What follows belongs to an exercise in optimizing a design on an open flow for small area; a production flow would make more cautious choices. Function was checked by simulation only, so behaviour that the tests miss may differ from the original. Power is estimated from default activity; no workload was simulated.

==> module scc_top, before the edit <==
module scc_top
(
    input  logic               i_emuclk,
    input  logic               i_rst_n,
    input  logic [17:0]        i_req,
    output logic [7:0]         o_db,
    output logic signed [10:0] o_sound
);
    logic       wr, rd;
    logic [7:0] addr, wdata;
    logic [7:0] wdata_r;
    assign wr    = i_req[17];
    assign rd    = i_req[16];
    assign addr  = i_req[15:8];
    assign wdata = i_req[7:0];
    assign wdata_r = wdata & {8{i_rst_n}};
    logic [31:0] asel;
    logic [2:0]  wv;
    logic [2:0]  rv;
    scc_dec32 u_adec (.a(addr[4:0]), .sel(asel));
    for (genvar v = 0; v < 3; v++) begin : g_win
        logic win;
        assign win   = (addr[7:5] == 3'(v));
        assign wv[v] = wr && win;
        assign rv[v] = rd && win && i_rst_n;
    end
    logic [2:0][11:0] freq_q;
    logic [2:0][3:0]  vol_q;
    logic [2:0]       load_q;
    logic [2:0]       en_q;
    for (genvar v = 0; v < 3; v++) begin : g_reg
        logic lo_wr, hi_wr, vol_wr;
        assign lo_wr  = wr && (addr == 8'(8'h80 + 2 * v));
        assign hi_wr  = wr && (addr == 8'(8'h81 + 2 * v));
        assign vol_wr = wr && (addr == 8'(8'h8A + v));
        always_ff @(posedge i_emuclk) begin
            if (!i_rst_n || lo_wr)  freq_q[v][7:0]  <= wdata_r;
            if (!i_rst_n || hi_wr)  freq_q[v][11:8] <= wdata_r[3:0];
            if (!i_rst_n || vol_wr) vol_q[v]        <= wdata_r[3:0];
        end
        always_ff @(posedge i_emuclk) load_q[v] <= i_rst_n && (lo_wr || hi_wr);
    end
    always_ff @(posedge i_emuclk) begin
        if (!i_rst_n || (wr && addr == 8'h8F)) en_q <= wdata_r[2:0];
    end
    logic [2:0][7:0] samp_q;
    logic [2:0][7:0][2:0] cpu_p;
    for (genvar v = 0; v < 3; v++) begin : g_voice
        logic [11:0] pcnt;
        logic [11:0] pcnt_d;
        logic [4:0]  ptr;
        logic [4:0]  ptr_d;
        logic        zero;
        logic [31:0] psel;
        logic [7:0]  mem [32];
        logic [7:0]  play;
        scc_cnt u_cnt (
            .i_rst_n  (i_rst_n),
            .i_load   (load_q[v]),
            .i_freq   (freq_q[v]),
            .i_pcnt   (pcnt),
            .i_ptr    (ptr),
            .o_pcnt_d (pcnt_d),
            .o_zero   (zero),
            .o_ptr_d  (ptr_d)
        );
        always_ff @(posedge i_emuclk) pcnt <= pcnt_d;
        always_ff @(posedge i_emuclk) begin
            if (!i_rst_n || zero) ptr <= ptr_d;
        end
        scc_dec32 u_pdec (.a(ptr), .sel(psel));
        for (genvar i = 0; i < 32; i++) begin : g_byte
            logic we, we_n;
            logic [7:0] nxt;
            scc_c_nand2 u_wen (.a(asel[i]), .b(wv[v]), .y(we_n));
            scc_c_inv   u_we  (.a(we_n), .y(we));
            for (genvar b = 0; b < 8; b++) begin : g_bit
                scc_c_ao22 u_hold (.a1(we), .a2(wdata[b]), .b1(we_n), .b2(mem[i][b]), .y(nxt[b]));
            end
            always_ff @(posedge i_emuclk) mem[i] <= nxt;
        end
        for (genvar b = 0; b < 8; b++) begin : g_col
            logic [31:0] col;
            logic [2:0]  pp;
            for (genvar i = 0; i < 32; i++) begin : g_c
                assign col[i] = mem[i][b];
            end
            scc_rd32 u_play (.s(psel), .d(col), .p(pp));
            scc_c_or3 u_or (.a(pp[0]), .b(pp[1]), .c(pp[2]), .y(play[b]));
            scc_rd32 u_cpu (.s(asel), .d(col), .p(cpu_p[v][b]));
        end
        always_ff @(posedge i_emuclk) samp_q[v] <= play;
    end
    logic [7:0] db_d;
    for (genvar b = 0; b < 8; b++) begin : g_db
        logic [2:0] n;
        for (genvar v = 0; v < 3; v++) begin : g_v
            scc_c_aoi222 u_g (.a1(rv[v]), .a2(cpu_p[v][b][0]), .b1(rv[v]), .b2(cpu_p[v][b][1]),
                              .c1(rv[v]), .c2(cpu_p[v][b][2]), .y(n[v]));
        end
        scc_c_nand3 u_o (.a(n[0]), .b(n[1]), .c(n[2]), .y(db_d[b]));
    end
    logic [7:0] db_q;
    always_ff @(posedge i_emuclk) db_q <= db_d;
    assign o_db = db_q;
    logic [9:0] mix_n;
    scc_mixer u_mix (
        .i_s     ({samp_q[2], samp_q[1], samp_q[0]}),
        .i_vol   ({vol_q[2], vol_q[1], vol_q[0]}),
        .i_en    (en_q),
        .o_mix_n (mix_n)
    );
    logic [9:0] snd_q;
    always_ff @(posedge i_emuclk) snd_q <= ~(mix_n | {10{!i_rst_n}});
    assign o_sound = {snd_q[9], snd_q};
endmodule
==> flow/config.mk <==
export PLATFORM = sky130hd
export DESIGN_NAME = scc_top
export DESIGN_NICKNAME = scc_top
export VERILOG_FILES = /design/flow/design.v
export SDC_FILE = /design/flow/constraint.sdc
export NUM_CORES = 4
export LEC_CHECK = 0
export CAP_MARGIN = 20
export CORE_MARGIN = 2
export CORE_UTILIZATION = 40
export SLEW_MARGIN = 20
export SYNTH_HIERARCHICAL = 1
==> flow/constraint.sdc <==
create_clock -name core_clock -period 7.0 [get_ports {i_emuclk}]
set_input_delay 1.4000 -clock core_clock [delete_from_list [all_inputs] [get_ports {i_emuclk}]]
set_output_delay 1.4000 -clock core_clock [all_outputs]
set_load 0.01 [all_outputs]
standard.sh (not shown) runs the stock make flow with config.mk's settings and CLKGATE_MAP_FILE= SYNTH_SCRIPT=/design/flow/synth_recipe.tcl, a recipe that flattens the netlist after the stock synthesis.
==> flow/flow/run.sh <==
#!/bin/bash
set -euo pipefail
export CTS_ARGS="-sink_clustering_enable -repair_clock_nets -dont_use_dummy_load -sink_buffer_max_cap_derate 1.0 -buf_list {sky130_fd_sc_hd__clkbuf_8 sky130_fd_sc_hd__clkbuf_16} -root_buf sky130_fd_sc_hd__clkbuf_16 -tree_buf sky130_fd_sc_hd__clkbuf_16 -sink_clustering_buffer sky130_fd_sc_hd__clkbuf_8 -sink_clustering_size 18 -sink_clustering_max_diameter 60"
export BUFFER_PORTS_ARGS="-buffer_cell sky130_fd_sc_hd__buf_1"
bash standard.sh > standard.log 2>&1
Then changed:
--- a/flow/design.v
+++ b/flow/design.v
@@ -677,13 +677,16 @@
             if (!i_rst_n || zero) ptr <= ptr_d;
         end
         scc_dec32 u_pdec (.a(ptr), .sel(psel));
+        logic [7:0] wdv;
+        for (genvar b = 0; b < 8; b++) begin : g_wdv
+            scc_c_and2 u_wdv (.a(wdata[b]), .b(wv[v]), .y(wdv[b]));
+        end
         for (genvar i = 0; i < 32; i++) begin : g_byte
-            logic we, we_n;
+            logic we_n;
             logic [7:0] nxt;
             scc_c_nand2 u_wen (.a(asel[i]), .b(wv[v]), .y(we_n));
-            scc_c_inv   u_we  (.a(we_n), .y(we));
             for (genvar b = 0; b < 8; b++) begin : g_bit
-                scc_c_ao22 u_hold (.a1(we), .a2(wdata[b]), .b1(we_n), .b2(mem[i][b]), .y(nxt[b]));
+                scc_c_ao22 u_hold (.a1(asel[i]), .a2(wdv[b]), .b1(we_n), .b2(mem[i][b]), .y(nxt[b]));
             end
             always_ff @(posedge i_emuclk) mem[i] <= nxt;
         end
Sequential share of layout area is lower by 0.11 points.
Power is higher by 0.49%.
Clock power is higher by about 5%.
Routed wire length is higher by 2.7%.
Critical path depth does not change.
Core utilization is higher by 0.24 points.
Non-clock buffer count is higher by 14.
Design area stays flat.
Worst setup slack improved by 11 ps.
Worst hold slack got worse by 18 ps.
Area after synthesis is lower by 0.56%.
Sequential cell count does not change.
Via count hardly moves.
First-iteration DRC count barely changes.

-- port drivers added, routing unchanged --
How much do the figures lean on ideal ports? The routed layouts below were timed once more, with nothing changed but the port constraints. Step 1 (the two cells are an assumption about what drives the block):
set clk [get_ports {i_emuclk}]
set_driving_cell -lib_cell sky130_fd_sc_hd__clkbuf_16 $clk
set_driving_cell -lib_cell sky130_fd_sc_hd__buf_2 [delete_from_list [all_inputs] $clk]
Step 2 adds t to the input delays and takes it off the output delays; t is the mean of the earliest and latest rising clock arrival at the registers after step 1. Input paths then give back, and output paths get back, about the clock's delay inside the block. Slacks: no drivers / after step 1 / after step 2; pairs: no drivers / after step 1.
run | t (ns) | slack for setup (ns) | worst setup path at the end | latest minus earliest clock arrival (ns)
the first run | 0.655 | 1.205 / 1.205 / 1.205 | register to register | 0.098 / 0.098
the second run | 0.689 | 1.216 / 1.216 / 1.216 | register to register | 0.099 / 0.100
After both steps every run listed still meets setup and hold.
